From an optimization exercise on the open Yosys and OpenROAD flow, aimed at a short achievable clock period and few clock cycles; shortcuts taken in it are not production practice.
In this exercise RTL edits were held to simulation tests only and were not proved equivalent to the original.
The flow treats the clock pin as an ideal source, which a real chip does not have.

==> inputs of run R <==
## rv_core
module rv_core (
	input  logic             clk,
	input  logic             reset,
	output logic [32-1:0] imem_addr,
	input  logic [32-1:0] imem_data,
	output logic [32-1:0] dmem_addr,
	output logic [32-1:0] dmem_wdata,
	output logic             dmem_we,
	input  logic [32-1:0] dmem_rdata
);
Settings: LEC_CHECK=0, ABC_CLOCK_PERIOD_IN_PS=3000, CAP_MARGIN=20, CORE_MARGIN=2, CORE_UTILIZATION=35, SETUP_SLACK_MARGIN=5, SLEW_MARGIN=20, TNS_END_PERCENT=100; clock period 11.0 ns.
standard.sh (not shown) runs the stock make flow with config.mk's settings and CLKGATE_MAP_FILE= SYNTH_SCRIPT=/design/flow/synth_recipe.tcl, a recipe that flattens the netlist after the stock synthesis.
==> flow/flow/run.sh <==
#!/bin/bash
# The standard ORFS layout (standard.sh, standard synthesis included), with:
#  - timing repair aimed well below the clock period (setup margin 7.5 ns),
#  - repair free to change a cell's footprint (not only its drive strength),
#  - port buffers of a stronger cell than the default,
#  - no full/half-adder cell extraction in synthesis (ADDER_MAP_FILE empty), so
#    the parallel-prefix adders of the RTL reach ABC as plain logic,
#  - one more timing-repair pass after CTS (flow/post_cts.tcl, through
#    ORFS's step hook).
# The make output goes to flow_make.log; ORFS keeps each step's log under orfs/logs.
set -euo pipefail
F=$(pwd)/flow
sed -e "s|SETUP_SLACK_MARGIN=[0-9.]*|SETUP_SLACK_MARGIN=7.5 MATCH_CELL_FOOTPRINT=0 'BUFFER_PORTS_ARGS=-buffer_cell sky130_fd_sc_hd__buf_6' POST_CTS_TCL=$F/post_cts.tcl ADDER_MAP_FILE=|" standard.sh > my_standard.sh
grep -q "POST_CTS_TCL" my_standard.sh
bash my_standard.sh > flow_make.log 2>&1
==> flow/flow/post_cts.tcl <==
# Second timing-repair pass after CTS (the first one stops early)
puts "post_cts: worst slack before [sta::worst_slack -max]"
repair_timing_helper
detailed_placement
check_placement -verbose
puts "post_cts: worst slack after [sta::worst_slack -max]"
==> run H: changes against run R <==
--- a/flow/design.v
+++ b/flow/design.v
@@ -1,10 +1,9 @@
 `default_nettype none
 package rv_pkg;
 	typedef struct packed {
 		logic add;    
-		logic subt;   
 		logic sll;
 		logic srl;    
 		logic slt;
 		logic sltu;
 		logic lxor;
@@ -21,14 +20,11 @@
 	input  logic             clk,
 	input  logic             reset,
 	input  logic [32-1:0] next_pc,
 	input  logic             f_jal,
 	input  logic             f_branch,
-	input  logic             f_jalr,
 	input  logic             f_back,      
-	input  logic             f_jr_known,  
-	input  logic [11:0]      f_jrtgt,
 	input  logic [11:0]      f_jtgt,      
 	input  logic [11:0]      f_btgt,      
 	input  logic             upd,
 	input  logic [32-1:0] upd_pc,
 	input  logic             upd_taken,
@@ -41,25 +37,28 @@
 	output logic [32-1:0] pc_plus4,
 	output logic [32-1:0] pred_next,
 	output logic [1:0]       pred_ctr,
 	output logic             pred_hit
 );
-	localparam int N = 1 << IDX_W;
+	localparam int N     = 1 << IDX_W;
+	localparam int TAG_W = 10 - IDX_W;
 	logic [N-1:0]     v;
+	logic [TAG_W-1:0] tag [N];
 	logic [9:0]       tgt [N];
 	logic [1:0]       ctr [N];
 	logic [IDX_W-1:0] ridx, widx;
-	logic             hit, b_taken, j_taken;
+	logic             hit, ptaken;
 	rv_add #(32-2) u_inc (.a(pc[32-1:2]), .b('0), .cin(1'b1), .s(pc_plus4[32-1:2]));
 	assign pc_plus4[1:0] = pc[1:0];
-	assign hit       = v[ridx];
+	assign ridx      = pc[IDX_W+1:2];
+	assign hit       = v[ridx] & (tag[ridx] == pc[11:IDX_W+2]);
+	assign ptaken    = hit & ctr[ridx][1];
+	logic b_taken;
 	assign b_taken   = f_branch & (hit ? ctr[ridx][1] : f_back);
-	assign j_taken   = f_jalr & hit;
 	assign pred_next = f_jal ? {20'b0, f_jtgt}
 	                 : b_taken ? {20'b0, f_btgt}
-	                 : (f_jalr & f_jr_known) ? {20'b0, f_jrtgt}
-	                 : j_taken ? {20'b0, tgt[ridx], 2'b00} : pc_plus4;
+	                 : (ptaken & ~f_branch) ? {20'b0, tgt[ridx], 2'b00} : pc_plus4;
 	assign pred_ctr  = ctr[ridx];
 	assign pred_hit  = hit;
 	always_ff @(posedge clk or posedge reset) begin
 		if (reset) begin
 			pc <= 32'h0000_0000;
@@ -72,13 +71,10 @@
 			pc_out <= 32'h0000_0000;
 		end else begin
 			pc_out <= next_pc;
 		end
 	end
-	always_ff @(posedge clk) begin
-		ridx <= next_pc[IDX_W+1:2];
-	end
 	logic [1:0] nctr;
 	logic       wen;
 	always_comb begin
 		if (upd_jump)
 			nctr = 2'b11;
@@ -100,10 +96,11 @@
 	end
 	always_ff @(posedge clk) begin
 		if (wen) begin
 			ctr[widx] <= nctr;
 			if (upd_taken) begin
+				tag[widx] <= upd_pc[11:IDX_W+2];
 				tgt[widx] <= upd_target[11:2];
 			end
 		end
 	end
 endmodule
@@ -156,14 +153,11 @@
 		alu_sel      = '0;
 		alu_sel.link = is_jal | is_jalr;
 		alu_sel.add  = ~arith & ~is_jal & ~is_jalr;
 		if (arith) begin
 			case (funct3)
-				3'b000: begin
-					alu_sel.add  = ~sub;
-					alu_sel.subt = sub;
-				end
+				3'b000: alu_sel.add  = 1'b1;
 				3'b001: alu_sel.sll  = 1'b1;
 				3'b010: alu_sel.slt  = 1'b1;
 				3'b011: alu_sel.sltu = 1'b1;
 				3'b100: alu_sel.lxor = 1'b1;
 				3'b101: alu_sel.srl  = 1'b1;
@@ -212,20 +206,14 @@
 	always_ff @(posedge clk) begin
 		if (we) begin
 			regs[rd] <= wdata;
 		end
 	end
-	always_comb begin
-		rs1_raw = '0;
-		rs2_raw = '0;
-		for (int i = 1; i < 32; i++) begin
-			rs1_raw = rs1_raw | ({32{valid[i] & (rs1 == 5'(i))}} & regs[i]);
-			rs2_raw = rs2_raw | ({32{valid[i] & (rs2 == 5'(i))}} & regs[i]);
-		end
-	end
-	assign rs1_live = 1'b1;
-	assign rs2_live = 1'b1;
+	assign rs1_raw  = regs[rs1];
+	assign rs2_raw  = regs[rs2];
+	assign rs1_live = valid[rs1];
+	assign rs2_live = valid[rs2];
 endmodule
 `default_nettype wire
 `default_nettype none
 module rv_add #(
 	parameter int W = 32
@@ -303,16 +291,15 @@
 	logic [32-1:0] s_add, s_sub, sll_r, sr_r;
 	logic [4:0]       shamt;
 	rv_add u_add (.a(a), .b(b), .cin(1'b0), .s(s_add));
 	rv_add u_sub (.a(a), .b(~b), .cin(1'b1), .s(s_sub));
 	rv_cmp u_cmp (.a(a), .b(b), .eq(eq), .lt(lt), .ltu(ltu));
-	assign sum   = s_add;
+	assign sum   = sub ? s_sub : s_add;
 	assign shamt = b[4:0];
 	assign sll_r = a << shamt;
 	assign sr_r  = $signed({sra & a[32-1], a}) >>> shamt;
-	assign result = ({32{sel.add}}  & s_add)
-	              | ({32{sel.subt}} & s_sub)
+	assign result = ({32{sel.add}}  & sum)
 	              | ({32{sel.sll}}  & sll_r)
 	              | ({32{sel.srl}}  & sr_r)
 	              | ({32{sel.slt}}  & {{(32-1){1'b0}}, lt})
 	              | ({32{sel.sltu}} & {{(32-1){1'b0}}, ltu})
 	              | ({32{sel.lxor}} & (a ^ b))
@@ -360,22 +347,18 @@
 	rv_pkg::alu_sel_t f_alu_sel;
 	logic             f_sub, f_sra, f_a_rs1, f_a_pc, f_b_imm, f_uses_rs2, f_reg_we;
 	logic             f_is_load, f_is_store, f_is_branch, f_is_jal, f_is_jalr;
 	logic [4:0]       f_rs1, f_rs2, f_rd;
 	logic [1:0]       f_ctr;
-	logic             f_jr_x0, f_jr_pair, f_jr_known;
-	logic [11:0]      f_jr_pair_tgt, f_jrtgt, f_jtgt, f_btgt, f_tgt12;
 	logic             f_hit;
 	logic             e_valid;
 	logic [32-1:0] e_pc, e_pc4, e_imm, e_opa, e_opb, e_rs2v;
 	logic [11:0]      e_tgt12;             
 	rv_pkg::alu_sel_t e_alu_sel;
 	logic             e_sub, e_sra, e_reg_we;
 	logic             e_is_load, e_is_store, e_is_branch, e_is_jal, e_is_jalr;
 	logic [2:0]       e_f3;
-	logic [5:0]       e_bc;                
-	logic             e_is_auipc;
 	logic [4:0]       e_rd;
 	logic [32-1:0] m_fwd_a, m_fwd_b, m_fwd_s;   
 	logic [1:0]       e_ctr;
 	logic             e_hit;
 	logic [32-1:0] m_result, m_addr, m_wdata;
@@ -390,12 +373,11 @@
 	assign dmem_addr  = m_addr;
 	assign dmem_wdata = m_wdata;
 	assign dmem_we    = m_we;
 	rv_fetch u_fetch (
 		.clk(clk), .reset(reset), .next_pc(next_pc),
-		.f_jal(f_is_jal), .f_branch(f_is_branch), .f_jalr(f_is_jalr), .f_back(imem_data[31]),
-		.f_jr_known(f_jr_known), .f_jrtgt(f_jrtgt), .f_jtgt(f_jtgt),
+		.f_jal(f_is_jal), .f_branch(f_is_branch), .f_back(imem_data[31]), .f_jtgt(f_jtgt),
 		.f_btgt(f_btgt),
 		.upd(u_valid), .upd_pc(u_pc), .upd_taken(u_taken), .upd_jump(u_jump),
 		.upd_target(u_target), .upd_ctr(u_ctr), .upd_hit(u_hit),
 		.pc(pc_f), .pc_out(pc_o), .pc_plus4(pc4_f), .pred_next(pnext),
 		.pred_ctr(f_ctr), .pred_hit(f_hit)
@@ -412,23 +394,20 @@
 	rv_regfile u_regfile (
 		.clk(clk), .reset(reset), .we(m_wr), .rd(m_rd), .rs1(f_rs1), .rs2(f_rs2),
 		.wdata(wb_data), .rs1_raw(f_rf1), .rs2_raw(f_rf2), .rs1_live(f_live1),
 		.rs2_live(f_live2)
 	);
+	logic [11:0] f_tgt12;
+	logic [11:0] f_jtgt, f_btgt;
 	rv_add #(12) u_jtgt (
 		.a(pc_f[11:0]), .b({imem_data[20], imem_data[30:21], 1'b0}), .cin(1'b0), .s(f_jtgt)
 	);
 	rv_add #(12) u_btgt (
 		.a(pc_f[11:0]), .b({imem_data[7], imem_data[30:25], imem_data[11:8], 1'b0}),
 		.cin(1'b0), .s(f_btgt)
 	);
 	assign f_tgt12 = f_is_jal ? f_jtgt : f_btgt;
-	assign f_jr_x0   = f_rs1 == 5'd0;
-	assign f_jr_pair = e_valid & e_is_auipc & e_reg_we & (e_rd == f_rs1);
-	assign f_jr_known = f_jr_x0 | f_jr_pair;
-	rv_add #(12) u_jrtgt (.a(e_pc[11:0]), .b(imem_data[31:20]), .cin(1'b0), .s(f_jr_pair_tgt));
-	assign f_jrtgt = f_jr_x0 ? imem_data[31:20] : f_jr_pair_tgt;
 	logic byp1, byp2, rd1, rd2;
 	assign byp1 = m_wr & (m_rd == f_rs1);
 	assign byp2 = m_wr & (m_rd == f_rs2);
 	assign rd1  = ~byp1 & f_live1;
 	assign rd2  = ~byp2 & f_live2;
@@ -454,20 +433,28 @@
 	assign rs2f = e_rs2v | m_fwd_s;
 	rv_alu u_alu (
 		.sel(e_alu_sel), .sub(e_sub), .sra(e_sra), .a(a), .b(b), .link(e_pc4),
 		.sum(sum), .eq(eq), .lt(lt), .ltu(ltu), .result(result)
 	);
-	assign cond = (e_bc[0] & eq)  | (e_bc[1] & ~eq)
-	            | (e_bc[2] & lt)  | (e_bc[3] & ~lt)
-	            | (e_bc[4] & ltu) | (e_bc[5] & ~ltu);
+	always_comb begin
+		case (e_f3)
+			3'b000:  cond = eq;
+			3'b001:  cond = ~eq;
+			3'b100:  cond = lt;
+			3'b101:  cond = ~lt;
+			3'b110:  cond = ltu;
+			3'b111:  cond = ~ltu;
+			default: cond = 1'b0;
+		endcase
+	end
 	logic [11:0] jalr_chk;
 	rv_add u_br_target (.a(e_pc), .b(e_imm), .cin(1'b0), .s(br_target));
 	rv_add #(12) u_jalr_chk (.a(pc_f[11:0]), .b(~e_imm[11:0]), .cin(1'b1), .s(jalr_chk));
 	assign jalr_ok   = a[11:0] == jalr_chk;
 	assign tgt_ok    = pc_f[11:0] == e_tgt12;
 	assign seq_ok    = pc_f[11:0] == e_pc4[11:0];
-	assign taken     = e_is_jal | e_is_jalr | cond;
+	assign taken     = e_is_jal | e_is_jalr | (e_is_branch & cond);
 	assign mispredict = e_is_jalr ? ~jalr_ok : (taken ? ~tgt_ok : ~seq_ok);
 	logic [32-1:0] f_next, c1_next, c0_next, jr_next;
 	assign f_next  = stall ? pc_f : pnext;
 	assign c1_next = tgt_ok  ? f_next : br_target;
 	assign c0_next = seq_ok  ? f_next : e_pc4;
@@ -475,11 +462,11 @@
 	always_comb begin
 		if (!e_valid)
 			next_pc = f_next;
 		else if (e_is_jalr)
 			next_pc = jr_next;
-		else if (e_is_jal | cond)
+		else if (e_is_jal | (e_is_branch & cond))
 			next_pc = c1_next;
 		else
 			next_pc = c0_next;
 	end
 	always_ff @(posedge clk or posedge reset) begin
@@ -505,14 +492,10 @@
 		e_is_store  <= f_is_store;
 		e_is_branch <= f_is_branch;
 		e_is_jal  <= f_is_jal;
 		e_is_jalr <= f_is_jalr;
 		e_f3      <= imem_data[14:12];
-		e_bc      <= {6{f_is_branch}} & {imem_data[14:12] == 3'b111, imem_data[14:12] == 3'b110,
-		                                 imem_data[14:12] == 3'b101, imem_data[14:12] == 3'b100,
-		                                 imem_data[14:12] == 3'b001, imem_data[14:12] == 3'b000};
-		e_is_auipc <= f_a_pc;
 		e_rd      <= f_rd;
 		e_ctr     <= f_ctr;
 		e_hit     <= f_hit;
 	end
 	always_ff @(posedge clk or posedge reset) begin
==> flow/flow/run.sh (replaced) <==
#!/bin/bash
# The standard ORFS layout (standard.sh, standard synthesis included), with:
#  - timing repair aimed well below the clock period (setup margin 7.5 ns),
#  - repair free to change a cell's footprint (not only its drive strength),
#  - port buffers of a stronger cell than the default,
#  - one more timing-repair pass after CTS and after global routing
#    (flow/post_cts.tcl, flow/post_grt.tcl, through ORFS's step hooks).
# The make output goes to flow_make.log; ORFS keeps each step's log under orfs/logs.
set -euo pipefail
F=$(pwd)/flow
sed -e "s|SETUP_SLACK_MARGIN=[0-9.]*|SETUP_SLACK_MARGIN=7.5 MATCH_CELL_FOOTPRINT=0 'BUFFER_PORTS_ARGS=-buffer_cell sky130_fd_sc_hd__buf_6' POST_CTS_TCL=$F/post_cts.tcl POST_GLOBAL_ROUTE_TCL=$F/post_grt.tcl|" standard.sh > my_standard.sh
grep -q "POST_CTS_TCL" my_standard.sh
bash my_standard.sh > flow_make.log 2>&1
==> flow/flow/post_grt.tcl (new file) <==
# Second timing-repair pass with global-route parasitics
puts "post_grt: worst slack before [sta::worst_slack -max]"
global_route -start_incremental
repair_timing_helper
detailed_placement
global_route -end_incremental
estimate_parasitics -global_routing
puts "post_grt: worst slack after [sta::worst_slack -max]"
==> run M: changes against run R <==
--- a/flow/design.v
+++ b/flow/design.v
@@ -1,10 +1,9 @@
 `default_nettype none
 package rv_pkg;
 	typedef struct packed {
 		logic add;    
-		logic subt;   
 		logic sll;
 		logic srl;    
 		logic slt;
 		logic sltu;
 		logic lxor;
@@ -21,14 +20,11 @@
 	input  logic             clk,
 	input  logic             reset,
 	input  logic [32-1:0] next_pc,
 	input  logic             f_jal,
 	input  logic             f_branch,
-	input  logic             f_jalr,
 	input  logic             f_back,      
-	input  logic             f_jr_known,  
-	input  logic [11:0]      f_jrtgt,
 	input  logic [11:0]      f_jtgt,      
 	input  logic [11:0]      f_btgt,      
 	input  logic             upd,
 	input  logic [32-1:0] upd_pc,
 	input  logic             upd_taken,
@@ -41,25 +37,28 @@
 	output logic [32-1:0] pc_plus4,
 	output logic [32-1:0] pred_next,
 	output logic [1:0]       pred_ctr,
 	output logic             pred_hit
 );
-	localparam int N = 1 << IDX_W;
+	localparam int N     = 1 << IDX_W;
+	localparam int TAG_W = 10 - IDX_W;
 	logic [N-1:0]     v;
+	logic [TAG_W-1:0] tag [N];
 	logic [9:0]       tgt [N];
 	logic [1:0]       ctr [N];
 	logic [IDX_W-1:0] ridx, widx;
-	logic             hit, b_taken, j_taken;
+	logic             hit, ptaken;
 	rv_add #(32-2) u_inc (.a(pc[32-1:2]), .b('0), .cin(1'b1), .s(pc_plus4[32-1:2]));
 	assign pc_plus4[1:0] = pc[1:0];
-	assign hit       = v[ridx];
+	assign ridx      = pc[IDX_W+1:2];
+	assign hit       = v[ridx] & (tag[ridx] == pc[11:IDX_W+2]);
+	assign ptaken    = hit & ctr[ridx][1];
+	logic b_taken;
 	assign b_taken   = f_branch & (hit ? ctr[ridx][1] : f_back);
-	assign j_taken   = f_jalr & hit;
 	assign pred_next = f_jal ? {20'b0, f_jtgt}
 	                 : b_taken ? {20'b0, f_btgt}
-	                 : (f_jalr & f_jr_known) ? {20'b0, f_jrtgt}
-	                 : j_taken ? {20'b0, tgt[ridx], 2'b00} : pc_plus4;
+	                 : (ptaken & ~f_branch) ? {20'b0, tgt[ridx], 2'b00} : pc_plus4;
 	assign pred_ctr  = ctr[ridx];
 	assign pred_hit  = hit;
 	always_ff @(posedge clk or posedge reset) begin
 		if (reset) begin
 			pc <= 32'h0000_0000;
@@ -72,13 +71,10 @@
 			pc_out <= 32'h0000_0000;
 		end else begin
 			pc_out <= next_pc;
 		end
 	end
-	always_ff @(posedge clk) begin
-		ridx <= next_pc[IDX_W+1:2];
-	end
 	logic [1:0] nctr;
 	logic       wen;
 	always_comb begin
 		if (upd_jump)
 			nctr = 2'b11;
@@ -100,10 +96,11 @@
 	end
 	always_ff @(posedge clk) begin
 		if (wen) begin
 			ctr[widx] <= nctr;
 			if (upd_taken) begin
+				tag[widx] <= upd_pc[11:IDX_W+2];
 				tgt[widx] <= upd_target[11:2];
 			end
 		end
 	end
 endmodule
@@ -156,14 +153,11 @@
 		alu_sel      = '0;
 		alu_sel.link = is_jal | is_jalr;
 		alu_sel.add  = ~arith & ~is_jal & ~is_jalr;
 		if (arith) begin
 			case (funct3)
-				3'b000: begin
-					alu_sel.add  = ~sub;
-					alu_sel.subt = sub;
-				end
+				3'b000: alu_sel.add  = 1'b1;
 				3'b001: alu_sel.sll  = 1'b1;
 				3'b010: alu_sel.slt  = 1'b1;
 				3'b011: alu_sel.sltu = 1'b1;
 				3'b100: alu_sel.lxor = 1'b1;
 				3'b101: alu_sel.srl  = 1'b1;
@@ -212,20 +206,14 @@
 	always_ff @(posedge clk) begin
 		if (we) begin
 			regs[rd] <= wdata;
 		end
 	end
-	always_comb begin
-		rs1_raw = '0;
-		rs2_raw = '0;
-		for (int i = 1; i < 32; i++) begin
-			rs1_raw = rs1_raw | ({32{valid[i] & (rs1 == 5'(i))}} & regs[i]);
-			rs2_raw = rs2_raw | ({32{valid[i] & (rs2 == 5'(i))}} & regs[i]);
-		end
-	end
-	assign rs1_live = 1'b1;
-	assign rs2_live = 1'b1;
+	assign rs1_raw  = regs[rs1];
+	assign rs2_raw  = regs[rs2];
+	assign rs1_live = valid[rs1];
+	assign rs2_live = valid[rs2];
 endmodule
 `default_nettype wire
 `default_nettype none
 module rv_add #(
 	parameter int W = 32
@@ -303,16 +291,15 @@
 	logic [32-1:0] s_add, s_sub, sll_r, sr_r;
 	logic [4:0]       shamt;
 	rv_add u_add (.a(a), .b(b), .cin(1'b0), .s(s_add));
 	rv_add u_sub (.a(a), .b(~b), .cin(1'b1), .s(s_sub));
 	rv_cmp u_cmp (.a(a), .b(b), .eq(eq), .lt(lt), .ltu(ltu));
-	assign sum   = s_add;
+	assign sum   = sub ? s_sub : s_add;
 	assign shamt = b[4:0];
 	assign sll_r = a << shamt;
 	assign sr_r  = $signed({sra & a[32-1], a}) >>> shamt;
-	assign result = ({32{sel.add}}  & s_add)
-	              | ({32{sel.subt}} & s_sub)
+	assign result = ({32{sel.add}}  & sum)
 	              | ({32{sel.sll}}  & sll_r)
 	              | ({32{sel.srl}}  & sr_r)
 	              | ({32{sel.slt}}  & {{(32-1){1'b0}}, lt})
 	              | ({32{sel.sltu}} & {{(32-1){1'b0}}, ltu})
 	              | ({32{sel.lxor}} & (a ^ b))
@@ -360,22 +347,18 @@
 	rv_pkg::alu_sel_t f_alu_sel;
 	logic             f_sub, f_sra, f_a_rs1, f_a_pc, f_b_imm, f_uses_rs2, f_reg_we;
 	logic             f_is_load, f_is_store, f_is_branch, f_is_jal, f_is_jalr;
 	logic [4:0]       f_rs1, f_rs2, f_rd;
 	logic [1:0]       f_ctr;
-	logic             f_jr_x0, f_jr_pair, f_jr_known;
-	logic [11:0]      f_jr_pair_tgt, f_jrtgt, f_jtgt, f_btgt, f_tgt12;
 	logic             f_hit;
 	logic             e_valid;
 	logic [32-1:0] e_pc, e_pc4, e_imm, e_opa, e_opb, e_rs2v;
 	logic [11:0]      e_tgt12;             
 	rv_pkg::alu_sel_t e_alu_sel;
 	logic             e_sub, e_sra, e_reg_we;
 	logic             e_is_load, e_is_store, e_is_branch, e_is_jal, e_is_jalr;
 	logic [2:0]       e_f3;
-	logic [5:0]       e_bc;                
-	logic             e_is_auipc;
 	logic [4:0]       e_rd;
 	logic [32-1:0] m_fwd_a, m_fwd_b, m_fwd_s;   
 	logic [1:0]       e_ctr;
 	logic             e_hit;
 	logic [32-1:0] m_result, m_addr, m_wdata;
@@ -390,12 +373,11 @@
 	assign dmem_addr  = m_addr;
 	assign dmem_wdata = m_wdata;
 	assign dmem_we    = m_we;
 	rv_fetch u_fetch (
 		.clk(clk), .reset(reset), .next_pc(next_pc),
-		.f_jal(f_is_jal), .f_branch(f_is_branch), .f_jalr(f_is_jalr), .f_back(imem_data[31]),
-		.f_jr_known(f_jr_known), .f_jrtgt(f_jrtgt), .f_jtgt(f_jtgt),
+		.f_jal(f_is_jal), .f_branch(f_is_branch), .f_back(imem_data[31]), .f_jtgt(f_jtgt),
 		.f_btgt(f_btgt),
 		.upd(u_valid), .upd_pc(u_pc), .upd_taken(u_taken), .upd_jump(u_jump),
 		.upd_target(u_target), .upd_ctr(u_ctr), .upd_hit(u_hit),
 		.pc(pc_f), .pc_out(pc_o), .pc_plus4(pc4_f), .pred_next(pnext),
 		.pred_ctr(f_ctr), .pred_hit(f_hit)
@@ -412,23 +394,20 @@
 	rv_regfile u_regfile (
 		.clk(clk), .reset(reset), .we(m_wr), .rd(m_rd), .rs1(f_rs1), .rs2(f_rs2),
 		.wdata(wb_data), .rs1_raw(f_rf1), .rs2_raw(f_rf2), .rs1_live(f_live1),
 		.rs2_live(f_live2)
 	);
+	logic [11:0] f_tgt12;
+	logic [11:0] f_jtgt, f_btgt;
 	rv_add #(12) u_jtgt (
 		.a(pc_f[11:0]), .b({imem_data[20], imem_data[30:21], 1'b0}), .cin(1'b0), .s(f_jtgt)
 	);
 	rv_add #(12) u_btgt (
 		.a(pc_f[11:0]), .b({imem_data[7], imem_data[30:25], imem_data[11:8], 1'b0}),
 		.cin(1'b0), .s(f_btgt)
 	);
 	assign f_tgt12 = f_is_jal ? f_jtgt : f_btgt;
-	assign f_jr_x0   = f_rs1 == 5'd0;
-	assign f_jr_pair = e_valid & e_is_auipc & e_reg_we & (e_rd == f_rs1);
-	assign f_jr_known = f_jr_x0 | f_jr_pair;
-	rv_add #(12) u_jrtgt (.a(e_pc[11:0]), .b(imem_data[31:20]), .cin(1'b0), .s(f_jr_pair_tgt));
-	assign f_jrtgt = f_jr_x0 ? imem_data[31:20] : f_jr_pair_tgt;
 	logic byp1, byp2, rd1, rd2;
 	assign byp1 = m_wr & (m_rd == f_rs1);
 	assign byp2 = m_wr & (m_rd == f_rs2);
 	assign rd1  = ~byp1 & f_live1;
 	assign rd2  = ~byp2 & f_live2;
@@ -454,20 +433,28 @@
 	assign rs2f = e_rs2v | m_fwd_s;
 	rv_alu u_alu (
 		.sel(e_alu_sel), .sub(e_sub), .sra(e_sra), .a(a), .b(b), .link(e_pc4),
 		.sum(sum), .eq(eq), .lt(lt), .ltu(ltu), .result(result)
 	);
-	assign cond = (e_bc[0] & eq)  | (e_bc[1] & ~eq)
-	            | (e_bc[2] & lt)  | (e_bc[3] & ~lt)
-	            | (e_bc[4] & ltu) | (e_bc[5] & ~ltu);
+	always_comb begin
+		case (e_f3)
+			3'b000:  cond = eq;
+			3'b001:  cond = ~eq;
+			3'b100:  cond = lt;
+			3'b101:  cond = ~lt;
+			3'b110:  cond = ltu;
+			3'b111:  cond = ~ltu;
+			default: cond = 1'b0;
+		endcase
+	end
 	logic [11:0] jalr_chk;
 	rv_add u_br_target (.a(e_pc), .b(e_imm), .cin(1'b0), .s(br_target));
 	rv_add #(12) u_jalr_chk (.a(pc_f[11:0]), .b(~e_imm[11:0]), .cin(1'b1), .s(jalr_chk));
 	assign jalr_ok   = a[11:0] == jalr_chk;
 	assign tgt_ok    = pc_f[11:0] == e_tgt12;
 	assign seq_ok    = pc_f[11:0] == e_pc4[11:0];
-	assign taken     = e_is_jal | e_is_jalr | cond;
+	assign taken     = e_is_jal | e_is_jalr | (e_is_branch & cond);
 	assign mispredict = e_is_jalr ? ~jalr_ok : (taken ? ~tgt_ok : ~seq_ok);
 	logic [32-1:0] f_next, c1_next, c0_next, jr_next;
 	assign f_next  = stall ? pc_f : pnext;
 	assign c1_next = tgt_ok  ? f_next : br_target;
 	assign c0_next = seq_ok  ? f_next : e_pc4;
@@ -475,11 +462,11 @@
 	always_comb begin
 		if (!e_valid)
 			next_pc = f_next;
 		else if (e_is_jalr)
 			next_pc = jr_next;
-		else if (e_is_jal | cond)
+		else if (e_is_jal | (e_is_branch & cond))
 			next_pc = c1_next;
 		else
 			next_pc = c0_next;
 	end
 	always_ff @(posedge clk or posedge reset) begin
@@ -505,14 +492,10 @@
 		e_is_store  <= f_is_store;
 		e_is_branch <= f_is_branch;
 		e_is_jal  <= f_is_jal;
 		e_is_jalr <= f_is_jalr;
 		e_f3      <= imem_data[14:12];
-		e_bc      <= {6{f_is_branch}} & {imem_data[14:12] == 3'b111, imem_data[14:12] == 3'b110,
-		                                 imem_data[14:12] == 3'b101, imem_data[14:12] == 3'b100,
-		                                 imem_data[14:12] == 3'b001, imem_data[14:12] == 3'b000};
-		e_is_auipc <= f_a_pc;
 		e_rd      <= f_rd;
 		e_ctr     <= f_ctr;
 		e_hit     <= f_hit;
 	end
 	always_ff @(posedge clk or posedge reset) begin
==> flow/flow/run.sh (replaced) <==
#!/bin/bash
# The standard ORFS layout (standard.sh, standard synthesis included), with:
#  - timing repair aimed well below the clock period (setup margin 7.5 ns),
#  - repair free to change a cell's footprint (not only its drive strength),
#  - port buffers of a stronger cell than the default.
# The make output goes to flow_make.log; ORFS keeps each step's log under orfs/logs.
set -euo pipefail
sed -e "s/SETUP_SLACK_MARGIN=[0-9.]*/SETUP_SLACK_MARGIN=7.5 MATCH_CELL_FOOTPRINT=0 'BUFFER_PORTS_ARGS=-buffer_cell sky130_fd_sc_hd__buf_6'/" standard.sh > my_standard.sh
grep -q "MATCH_CELL_FOOTPRINT=0" my_standard.sh
bash my_standard.sh > flow_make.log 2>&1
removed: flow/flow/post_cts.tcl
==> results_dict.tcl <==
set metrics [dict create \
    fp-row-count 184 \
    critPathTopFamily "buffers and inverters" \
    status "timing/DRC/antenna clean" \
    hpwl_mm 257 \
    grt_pass1_vias 74500 \
    clock_power_mw 7.60 \
    finalWorstSetupSlack_ns 6.84 \
    required_ns 11.78 \
    vias 82500 \
    tightest_slew_ns 1.26 \
    use_met1_pct 40.8 \
    r2r-start "e_opb[27]" \
    n_all_inverters 114 \
]
[end of results for run R]
==> results_dict.tcl <==
set metrics [dict create \
    status "complete, but fails checks" \
    so.violations "capacitance limit, slew limit" \
    fp-row-count 194 \
    synth_simple_gate_area_share_pct 6.38 \
    grt_pass1_vias 66700 \
    critPathTopFamily "multiplexers" \
    hpwl_mm 227 \
    n_all_inverters 221 \
    clock_power_mw 7.40 \
    vias 68800 \
    tightest_slew_ns 1.65 \
    slew_viol_final 17 \
    maxCapViolCount 1 \
    use_met1_pct 33.0 \
]
[end of results for run H]
==> results_dict.tcl <==
set metrics [dict create \
    status "timing/DRC/antenna clean" \
    tightest_slew_ns 1.30 \
    syn_avg_cell_area_sq_um 14.6 \
    clock_power_mw 7.40 \
    n_all_inverters 215 \
    grt_pass1_vias 66200 \
    power.density_nw_per_um2 189 \
    ctsRootBufferMaster "clkbuf_16" \
    finalSetupTns_ns 0 \
    vias 68100 \
    maxSlewHeadroom_pct 13.2 \
    dp.cells 10400 \
    hpwl_mm 227 \
    use_met1_pct 32.9 \
    critPathTopFamily "simple AND/OR/NAND/NOR gates" \
    finalWorstSetupSlack_ns 6.99 \
    hold_buffers 0 \
]
[end of results for run M]
Testbench counts of run R, summed over its fixed seeds: cycles 19,688.
Testbench counts of run H, summed over its fixed seeds: cycles 19,780.
Testbench counts of run M, summed over its fixed seeds: cycles 19,780.

[port drivers added, routing unchanged]
The flow's constraints put no driver on any port. The routed layouts listed below were extracted and timed again, unchanged, in two steps.
Step 1 assumes that a clkbuf_16 drives the clock port and a buf_2 every other input.
Step 2 also shifts input and output timing later by t, the mid clock arrival at the registers, as if the neighbouring blocks saw the same clock.
Three values: ideal, step 1, step 2; two values: the first two.
run | shift t [ns] | slack for setup (ns) | worst hold slack (ns)
run R | 0.984 | 6.835 / 6.690 / 5.707 | 0.326 / 0.326 / 0.326
run H | 0.994 | 7.049 / 6.662 / 5.667 | 0.329 / 0.329 / 0.329
run M | 0.988 | 6.987 / 6.649 / 5.660 | 0.329 / 0.329 / 0.329
The setup slack of run H, which loses most, moves by -0.387 ns with the drivers and by -1.382 ns with both steps.
